This is an optimization exercise on Yosys and OpenROAD, whose aim is small area, a short achievable clock period and few clock cycles per item, not a production implementation. In this exercise RTL edits were held to simulation tests only and were not proved equivalent to the original. No activity file was given, so power comes from the tool's default toggle rates.

[flow/run.sh]
#!/bin/bash
# synth_recipe.tcl (not shown) runs the flow's synth.tcl, then flattens the netlist and writes it again
# the make line also repeats each setting of config.mk as NAME=value (left out here)
make -C /OpenROAD-flow-scripts/flow DESIGN_CONFIG=/design/flow/config.mk WORK_HOME=/design/flow/orfs CLKGATE_MAP_FILE= SYNTH_SCRIPT=/design/flow/synth_recipe.tcl finish
[flow/constraint.sdc]
create_clock -name core_clock -period 8.0 [get_ports {clk}]
set_input_delay 1.6000 -clock core_clock [delete_from_list [all_inputs] [get_ports {clk}]]
set_output_delay 1.6000 -clock core_clock [all_outputs]
set_load 0.01 [all_outputs]
[flow/config.mk]
export PLATFORM = sky130hd
export DESIGN_NAME = input_event_state_tracker
export DESIGN_NICKNAME = input_event_state_tracker
export VERILOG_FILES = /design/flow/design.v
export SDC_FILE = /design/flow/constraint.sdc
export NUM_CORES = 4
export LEC_CHECK = 0
export CAP_MARGIN = 20
export CORE_MARGIN = 2
export CORE_UTILIZATION = 40
export PLACE_DENSITY = 0.6
export SLEW_MARGIN = 20
[flow/design.v]
package iest_pkg;
  localparam logic [1:0] DEV_KBD   = 2'd0;
  localparam logic [1:0] DEV_MOUSE = 2'd1;
  localparam logic [2:0] KIND_DOWN   = 3'd0;
  localparam logic [2:0] KIND_UP     = 3'd1;
  localparam logic [2:0] KIND_CURSOR = 3'd3;
  localparam int CFG_IDX_W  = 2;
  localparam int CFG_DATA_W = 48;
  localparam logic [CFG_IDX_W-1:0] CFG_SIDE = 2'd0;
  localparam logic [CFG_IDX_W-1:0] CFG_VIRT = 2'd1;
  localparam int SIDE_W = 48;
  localparam int VIRT_W = 24;
  localparam int MOD_SIDE  = 6;
  localparam int MOD_SLOTS = 9;
  localparam int MOD_IDX_W = 4;
  localparam int OQ_DEPTH  = 4;
  localparam int OQ_PTR_W  = 2;
  localparam int OQ_CNT_W  = 3;
  localparam int RES_W = 50;
endpackage
module iest_out_fifo (
  input  logic              clk,
  input  logic              rst,
  input  logic              push_one,
  input  logic              push_two,
  input  logic [iest_pkg::RES_W-1:0] res0,
  input  logic [iest_pkg::RES_W-1:0] res1,
  output logic              has_room,
  output logic              evt_out_valid,
  input  logic              evt_out_ready,
  output logic [iest_pkg::RES_W-1:0] evt_out_word
);
  logic [iest_pkg::RES_W-1:0] q [iest_pkg::OQ_DEPTH];
  logic [iest_pkg::OQ_PTR_W-1:0]   wr_ptr;
  logic [iest_pkg::OQ_PTR_W-1:0]   rd_ptr;
  logic [iest_pkg::OQ_CNT_W-1:0]   count;
  logic [iest_pkg::OQ_CNT_W-1:0]   push_n;
  logic                  pop;
  logic [iest_pkg::RES_W-1:0] head;
  assign has_room = count <= iest_pkg::OQ_CNT_W'(iest_pkg::OQ_DEPTH - 2);
  assign pop      = evt_out_valid && evt_out_ready;
  assign push_n   = push_two ? iest_pkg::OQ_CNT_W'(2) : (push_one ? iest_pkg::OQ_CNT_W'(1) : '0);
  always_ff @(posedge clk) begin
    if (push_one) begin
      q[wr_ptr] <= res0;
    end
    if (push_two) begin
      q[wr_ptr + iest_pkg::OQ_PTR_W'(1)] <= res1;
    end
  end
  always_ff @(posedge clk) begin
    if (rst) begin
      wr_ptr <= '0;
      rd_ptr <= '0;
      count  <= '0;
    end else begin
      wr_ptr <= wr_ptr + iest_pkg::OQ_PTR_W'(push_n);
      if (pop) begin
        rd_ptr <= rd_ptr + iest_pkg::OQ_PTR_W'(1);
      end
      count <= count + push_n - (pop ? iest_pkg::OQ_CNT_W'(1) : '0);
    end
  end
  assign head               = q[rd_ptr];
  assign evt_out_valid = count != '0;
  assign evt_out_word  = head;
endmodule
module input_event_state_tracker #(
  parameter int KEY_COUNT    = 256,
  parameter int BUTTON_COUNT = 8
) (
  input  logic                            clk,
  input  logic                            rst,
  input  logic                            cfg_we,
  input  logic [iest_pkg::CFG_IDX_W-1:0]  cfg_index,
  input  logic [iest_pkg::CFG_DATA_W-1:0] cfg_data,
  input  logic                            evt_in_valid,
  output logic                            evt_in_ready,
  input  logic [1:0]                      evt_in_device,
  input  logic [2:0]                      evt_in_kind,
  input  logic [7:0]                      evt_in_key_code,
  input  logic [2:0]                      evt_in_button_index,
  input  logic signed [15:0]              evt_in_pos_x,
  input  logic signed [15:0]              evt_in_pos_y,
  output logic                            evt_out_valid,
  input  logic                            evt_out_ready,
  output logic                            evt_out_synthetic,
  output logic [1:0]                      evt_out_device,
  output logic [2:0]                      evt_out_kind,
  output logic [7:0]                      evt_out_key,
  output logic [2:0]                      evt_out_button,
  output logic signed [15:0]              evt_out_cursor_x,
  output logic signed [15:0]              evt_out_cursor_y,
  output logic                            evt_out_last
);
  localparam int KEY_W = $clog2(KEY_COUNT);
  localparam int BTN_W = $clog2(BUTTON_COUNT);
  logic [iest_pkg::SIDE_W-1:0]    side_codes;
  logic [iest_pkg::VIRT_W-1:0]    virt_codes;
  logic [7:0]           mod_code [iest_pkg::MOD_SLOTS];
  logic [iest_pkg::MOD_SLOTS-1:0] code_ok;
  logic [KEY_COUNT-1:0]    key_map;
  logic [KEY_COUNT-1:0]    key_map_next;
  logic [BUTTON_COUNT-1:0] btn_map;
  logic signed [15:0]      track_x;
  logic signed [15:0]      track_y;
  logic [iest_pkg::MOD_SLOTS-1:0]    mod_dn;
  logic [iest_pkg::MOD_SLOTS-1:0]    mod_upd;
  logic [iest_pkg::MOD_SLOTS-1:0]    mod_next;
  logic                 reload_busy;
  logic [iest_pkg::MOD_IDX_W-1:0] reload_cnt;
  logic               in_valid;
  logic [1:0]         in_dev;
  logic [2:0]         in_kind;
  logic [7:0]         in_key;
  logic [2:0]         in_btn;
  logic signed [15:0] in_x;
  logic signed [15:0] in_y;
  logic               fire;
  logic               q_room;
  logic [KEY_W-1:0]   rd_addr;
  logic               rd_bit;
  logic               key_ok;
  logic               key_cur;
  logic               btn_ok;
  logic               btn_cur;
  logic               is_kbd;
  logic               is_mouse;
  logic               is_press;
  logic               down;
  logic               drop;
  logic               key_wr;
  logic               btn_wr;
  logic               cur_upd;
  logic               slot_hit;
  logic [1:0]         slot;
  logic               mod_now;
  logic               mod_before;
  logic [7:0]         vkey;
  logic               vkey_ok;
  logic               syn;
  logic signed [15:0] cur_x;
  logic signed [15:0] cur_y;
  logic [iest_pkg::RES_W-1:0] res0;
  logic [iest_pkg::RES_W-1:0] res1;
  logic [iest_pkg::RES_W-1:0] out_word;
  always_comb begin
    for (int i = 0; i < iest_pkg::MOD_SLOTS; i++) begin
      if (i < iest_pkg::MOD_SIDE) begin
        mod_code[i] = side_codes[8*i +: 8];
      end else begin
        mod_code[i] = virt_codes[8*(i-iest_pkg::MOD_SIDE) +: 8];
      end
      code_ok[i] = 32'(mod_code[i]) < KEY_COUNT;
    end
  end
  assign rd_addr = reload_busy ? KEY_W'(mod_code[reload_cnt]) : KEY_W'(in_key);
  assign rd_bit  = key_map[rd_addr];
  assign fire         = in_valid && q_room;
  assign evt_in_ready = !reload_busy && (!in_valid || fire);
  assign is_kbd   = in_dev == iest_pkg::DEV_KBD;
  assign is_mouse = in_dev == iest_pkg::DEV_MOUSE;
  assign is_press = (in_kind == iest_pkg::KIND_DOWN) || (in_kind == iest_pkg::KIND_UP);
  assign down     = in_kind == iest_pkg::KIND_DOWN;
  assign key_ok   = 32'(in_key) < KEY_COUNT;
  assign key_cur  = key_ok && rd_bit;
  assign btn_ok   = 32'(in_btn) < BUTTON_COUNT;
  assign btn_cur  = btn_ok && btn_map[BTN_W'(in_btn)];
  assign drop     = is_press && ((is_kbd && key_cur == down) ||
                                 (is_mouse && btn_cur == down));
  assign key_wr   = is_kbd && is_press && !drop;
  assign btn_wr   = is_mouse && is_press && !drop;
  assign cur_upd  = is_mouse && in_kind == iest_pkg::KIND_CURSOR;
  always_comb begin
    slot_hit = 1'b0;
    slot     = '0;
    for (int i = 2; i >= 0; i--) begin
      if (in_key == mod_code[2*i] || in_key == mod_code[2*i+1]) begin
        slot_hit = 1'b1;
        slot     = 2'(i);
      end
    end
  end
  always_comb begin
    for (int j = 0; j < iest_pkg::MOD_SLOTS; j++) begin
      mod_upd[j] = (key_wr && key_ok && mod_code[j] == in_key) ? down : mod_dn[j];
    end
  end
  always_comb begin
    mod_now    = 1'b0;
    mod_before = 1'b0;
    vkey       = '0;
    for (int i = 0; i < 3; i++) begin
      if (slot == 2'(i)) begin
        mod_now    = mod_upd[2*i] || mod_upd[2*i+1];
        mod_before = mod_upd[iest_pkg::MOD_SIDE+i];
        vkey       = mod_code[iest_pkg::MOD_SIDE+i];
      end
    end
  end
  assign syn     = key_wr && slot_hit && (mod_now != mod_before);
  assign vkey_ok = 32'(vkey) < KEY_COUNT;
  always_comb begin
    for (int j = 0; j < iest_pkg::MOD_SLOTS; j++) begin
      mod_next[j] = (syn && vkey_ok && mod_code[j] == vkey) ? mod_now : mod_upd[j];
    end
  end
  always_comb begin
    key_map_next = key_map;
    if (key_wr && key_ok) begin
      key_map_next[KEY_W'(in_key)] = down;
    end
    if (syn && vkey_ok) begin
      key_map_next[KEY_W'(vkey)] = mod_now;
    end
  end
  assign cur_x = cur_upd ? in_x : track_x;
  assign cur_y = cur_upd ? in_y : track_y;
  assign res0 = {1'b0, in_dev, in_kind, is_kbd ? in_key : 8'd0,
                 is_mouse ? in_btn : 3'd0, cur_x, cur_y, !syn};
  assign res1 = {1'b1, iest_pkg::DEV_KBD, mod_now ? iest_pkg::KIND_DOWN : iest_pkg::KIND_UP,
                 vkey, 3'd0, cur_x, cur_y, 1'b1};
  always_ff @(posedge clk) begin
    if (evt_in_valid && evt_in_ready) begin
      in_dev  <= evt_in_device;
      in_kind <= evt_in_kind;
      in_key  <= evt_in_key_code;
      in_btn  <= evt_in_button_index;
      in_x    <= evt_in_pos_x;
      in_y    <= evt_in_pos_y;
    end
  end
  always_ff @(posedge clk) begin
    if (rst) begin
      in_valid    <= 1'b0;
      side_codes  <= '0;
      virt_codes  <= '0;
      key_map     <= '0;
      btn_map     <= '0;
      track_x     <= '0;
      track_y     <= '0;
      mod_dn      <= '0;
      reload_busy <= 1'b0;
      reload_cnt  <= '0;
    end else begin
      if (evt_in_valid && evt_in_ready) begin
        in_valid <= 1'b1;
      end else if (fire) begin
        in_valid <= 1'b0;
      end
      if (cfg_we) begin
        if (cfg_index == iest_pkg::CFG_SIDE) begin
          side_codes <= cfg_data[iest_pkg::SIDE_W-1:0];
        end else if (cfg_index == iest_pkg::CFG_VIRT) begin
          virt_codes <= cfg_data[iest_pkg::VIRT_W-1:0];
        end
        reload_busy <= 1'b1;
        reload_cnt  <= '0;
      end else if (reload_busy) begin
        if (!fire) begin
          mod_dn[reload_cnt] <= code_ok[reload_cnt] && rd_bit;
        end
        if (reload_cnt == iest_pkg::MOD_IDX_W'(iest_pkg::MOD_SLOTS - 1)) begin
          reload_busy <= 1'b0;
        end
        reload_cnt <= reload_cnt + iest_pkg::MOD_IDX_W'(1);
      end
      if (fire) begin
        key_map <= key_map_next;
        if (btn_wr && btn_ok) begin
          btn_map[BTN_W'(in_btn)] <= down;
        end
        if (cur_upd) begin
          track_x <= in_x;
          track_y <= in_y;
        end
        mod_dn <= mod_next;
      end
    end
  end
  iest_out_fifo u_out_fifo (
    .clk      (clk),
    .rst      (rst),
    .push_one (fire && !drop),
    .push_two (fire && syn),
    .res0     (res0),
    .res1     (res1),
    .has_room (q_room),
    .evt_out_valid (evt_out_valid),
    .evt_out_ready (evt_out_ready),
    .evt_out_word  (out_word)
  );
  assign {evt_out_synthetic, evt_out_device, evt_out_kind, evt_out_key, evt_out_button,
          evt_out_cursor_x, evt_out_cursor_y, evt_out_last} = out_word;
endmodule
==> summary.txt <==
Pwr
  – Relative contribution of the clock network to total power: 37.4%
  – Net switching share of the total power: 34.10%
  – Total power divided by cell area: 225.2 nW/um^2
  – Part of the total power dissipated in combinational logic: 25.8%
  – Sequential share of power: 36.8%
  – Total power consumption of the routed design: 9.880 mW
  – Net switching power of the design: 3.369 mW
  – Static leakage power: 14.12 nW
  – Maximum vdd ir drop: 196.6 uV
  – Internal cell power: 6.511 mW

Logic synthesis
  – Mean instance size in the synthesized netlist: 8.526 um^2
  – Cell taking the most area after synthesis: sky130_fd_sc_hd__dfxtp_1
  – Synth top cells by count: sky130_fd_sc_hd__nand2_1, sky130_fd_sc_hd__nor2_1, sky130_fd_sc_hd__dfxtp_1
  – Post-synth ARST share: 0%
  – Cell area after synthesis: 38240 um^2
  – Ys flop type: sky130_fd_sc_hd__dfxtp_1
  – Portion of synthesized cell area occupied by the leading cell type: 22.41%
  – Distinct cells, synth: 94
  – Number of synthesis warnings: 3
  – Total nets after synthesis: 4609
  – Largest cells by area after synthesis: sky130_fd_sc_hd__dfxtp_1, sky130_fd_sc_hd__edfxtp_1, sky130_fd_sc_hd__nand2_1
  – Sequential area share after synthesis: 39.06%
  – Number of instances in the synthesized netlist: 4485
  – Cell with the most instances after synthesis: sky130_fd_sc_hd__nand2_1
  – Number of synthesized register bits: 640
  – Post-synth EDFFs: 212

Global route
  – GRT Total Usage: 35.97%
  – Global-route wire length before repair: 261.9 mm
  – Number of antenna violations at the first check in global routing: 15
  – Final global-route overflow total: 0
  – Maximum number of pins on one net before global-route repair: 190
  – Vias in the first global route: 36720

Clock tree
  – Clk slew on worst S/H paths: 60 ps
  – Clock tree from TritonCTS: done
  – TritonCTS Buffers: 75
  – Cts hold-fix bufs: 0
  – Clock latency at the later pin of the worst-skew pair: 690 ps
  – Post-CTS Resized: 0
  – H-tree lvl count: 3
  – Root Driver: sky130_fd_sc_hd__clkbuf_16
  – Post-CTS repair timing setup buffer count: 0
  – Bufs on Longest Clock Path: 3
  – Clock sinks: 640

Worst hold path
  – Type of the worst min-delay path: register to register

Floorplanning
  – Die extent in y: 313.2 um
  – Die outline area: 98080 um^2
  – Floorplan row count: 113
  – Number of ports placed on the die boundary: 155
  – Core region area: 94870 um^2
  – Starting Density: 40.31%
  – Horizontal die dimension: 313.2 um

Detailed routing
  – Per-cell routed wire length: 31.62 um
  – Detailed Route WL: 182.9 mm
  – Post-route ant nets: 0
  – Number of vias in the routed layout: 39837
  – DRC: 0
  – Vias per Instance: 6.887
  – DRT iter0 DRCs: 6404
  – Detailed Routing Iterations Pass 1: 10

Place
  – GPL Wtd Cong: 1.085
  – DPL Wire Length: 124.1 mm
  – IO buf count: 154

STA
  – Final hold violations: 0
  – Transition time at the pin with the least slew margin: 1403 ps
  – Share of the cycle needed by the critical path after routing: 93.94%
  – Achievable clock frequency: 133.1 MHz
  – Relative slew slack: 6.462%
  – RSZ-0062 raised after global routing: false
  – Final setup vio count: 0
  – Number of pins with negative max-slew slack in the final report: 0
  – Hold Slack: 440.4 ps
  – Post-layout minimum cycle time: 7515 ps
  – Clock skew: 38.98 ps
  – Sum Neg Setup Slack: 0 ps

Setup path
  – Required time at the endpoint of the critical path: 8570 ps
  – Top cell family by delay on the critical path: compound AO/OA/AOI/OAI gates
  – Slowest stage cell on the critical path: sky130_fd_sc_hd__nand2_2
  – Classification of the worst setup path: register to register
  – Data arrival time of the critical path: 8080 ps
  – Series of cell instances along the critical path: inv_1 -> ha_1 -> a222oi_1 -> a21o_1 -> o221ai_2 -> nand2_2 -> nand2_1 -> a32oi_1 -> a21oi_1 -> a211o_1 -> and3_1 -> o41ai_1 -> and3_1 -> or4b_1 -> and2_4 -> xnor2_4 -> buf_12 -> a41oi_1 -> a211o_1
  – Startpoint class of the critical path: register
  – Crit path largest cell delay: 620 ps
  – Top fanout value on the critical path: 108
  – Crit end category: register
  – Worst path bufs/invs: 2

Outcome
  – Result of the run: finished clean

Final layout
  – Nets: 4578
  – Share of final-layout standard cells stronger than drive strength 1: 9.595%
  – Post-synthesis to final-layout area growth: 14.74%

Job
  – Max Cap Violations: 0
## logic make-up (layout without fill, tap and decap cells)
group,after synthesis,in the layout,synth area share [%]
compound gates,1425,1425,26.18
xor+xnor,172,172,4.008
fa+ha+maj,21,21,0.7068
buf+inv,474,502,5.098
flops,640,640,39.06
mux,197,197,6.891
other cells,0,6,0
simple gates,1556,1556,18.06
## stage by stage
stage / worst slack (ps) / instances / util, % / area, um^2
floorplan: 1723 / 4485 / - / 38240
global placement: 878.0 / 5642 / 43.50 / 41270
detailed placement: 873.6 / 5642 / 43.50 / 41270
finish: 484.7 / 5784 / 46.25 / 43870
global route: 468.0 / 5778 / 46.23 / 43860
CTS: 868.5 / 5778 / 46.23 / 43850
## final cells by class
class,instances,area (um^2)
diodes,6,15.01
clock buffers,101,2086
clock inverters,35,503.0
fillers,9193,51000
inverters,40,150.1
multi-input cells,3371,21640
flip-flops and latches,640,14940
well taps,1265,1583
repair buffers,326,2959
## layer usage
| layer | part of all wire, % | track usage [%] | vias up | routed length [um] |
|---|---|---|---|---|
| li1 | - | - | 16925 | - |
| met1 | 39 | 48.10 | 19116 | 71580 |
| met2 | 41 | 51.43 | 3063 | 74370 |
| met3 | 14 | 12.11 | 717 | 25060 |
| met4 | 6.4 | 18.40 | 16 | 11700 |
| met5 | 0.084 | 0 | - | 153 |
## final timing paths
check | end | slack (ps) | start | cells after the start
max | key_map[225] | 480 | reload_cnt[0] | 19
min | u_out_fifo.q[0][49] | 440 | u_out_fifo.q[0][49] | 2
max reg2reg | key_map[225] | 480 | reload_cnt[0] | 19
min reg2reg | u_out_fifo.q[0][49] | 440 | u_out_fifo.q[0][49] | 2
## cells in the final DEF (no fill, tap or decap), types with 65 or more instances in the layout
cell and n:
sky130_fd_sc_hd__dfxtp_1 426, sky130_fd_sc_hd__a22oi_1 65, sky130_fd_sc_hd__xnor2_1 70, sky130_fd_sc_hd__o21ai_0 355
sky130_fd_sc_hd__buf_4 162, sky130_fd_sc_hd__edfxtp_1 212, sky130_fd_sc_hd__a21oi_1 168, sky130_fd_sc_hd__clkdlybuf4s50_1 153
sky130_fd_sc_hd__a221o_1 99, sky130_fd_sc_hd__nand2_1 613, sky130_fd_sc_hd__clkbuf_16 76, sky130_fd_sc_hd__nor3_1 106
sky130_fd_sc_hd__o31ai_1 73, sky130_fd_sc_hd__nor2_1 427, sky130_fd_sc_hd__mux2i_1 133, sky130_fd_sc_hd__a211oi_1 77
sky130_fd_sc_hd__xor2_1 100, sky130_fd_sc_hd__nand3_1 126
## power groups by stage
stage	clock network, mW	registers [mW]	logic [mW]
3_5_place_dp	0	3.70	2.47
2_1_floorplan	0	3.63	1.48
6_report	3.69	3.64	2.55
4_1_cts	3.72	3.63	2.47
5_1_grt	3.84	3.65	2.63
3_3_place_gp	0	3.70	2.47
## registers in the layout, indices dropped and copies added (netlist names), 4 cells and up, named ones only
signal and count:
in_y 16, track_y 16, in_key 8, side_codes 48
in_x 16, virt_codes 24, track_x 16, reload_cnt 4
mod_dn 9, u_out_fifo.q 200, key_map 256, btn_map 8
## worst register-to-register path, delay by kind of cell (launching register included)
kind	cells	cell delay [ps]
XOR/XNOR	1	380
AO/OA/AOI/OAI	9	3420
adder cells (fa/ha/maj)	1	500
flip-flops	1	500
AND/OR/NAND/NOR	6	2060
buffers and inverters	2	550
Testbench counts, summed over its fixed seeds: cycles 25,017, items 24,000.

afterwards: timing with drivers on the ports:
The results above use ideal ports. As a check the final layout listed here was re-extracted and re-timed, cells and wires unchanged. Step 1 assumes that a clkbuf_16 drives the clock port and a buf_2 every other input. Step 2 adds t to the input delays and takes it off the output delays; t is the mean of the earliest and latest rising clock arrival at the registers after step 1. Input paths then give back, and output paths get back, about the clock's delay inside the block. a / b / c = ideal / step 1 / step 2; a / b = the first two.
t (ns): 0.740
setup slack, ns: 0.485 / 0.485 / 0.485
worst setup path after step 2: register to register
latest minus earliest clock arrival (ns): 0.039 / 0.039
worst register clock-pin slew, ns: 0.07 / 0.07
After both steps this run still meets setup and hold. For this run, drivers alone change the setup slack by 0.000 ns; drivers and shift together by 0.000 ns.
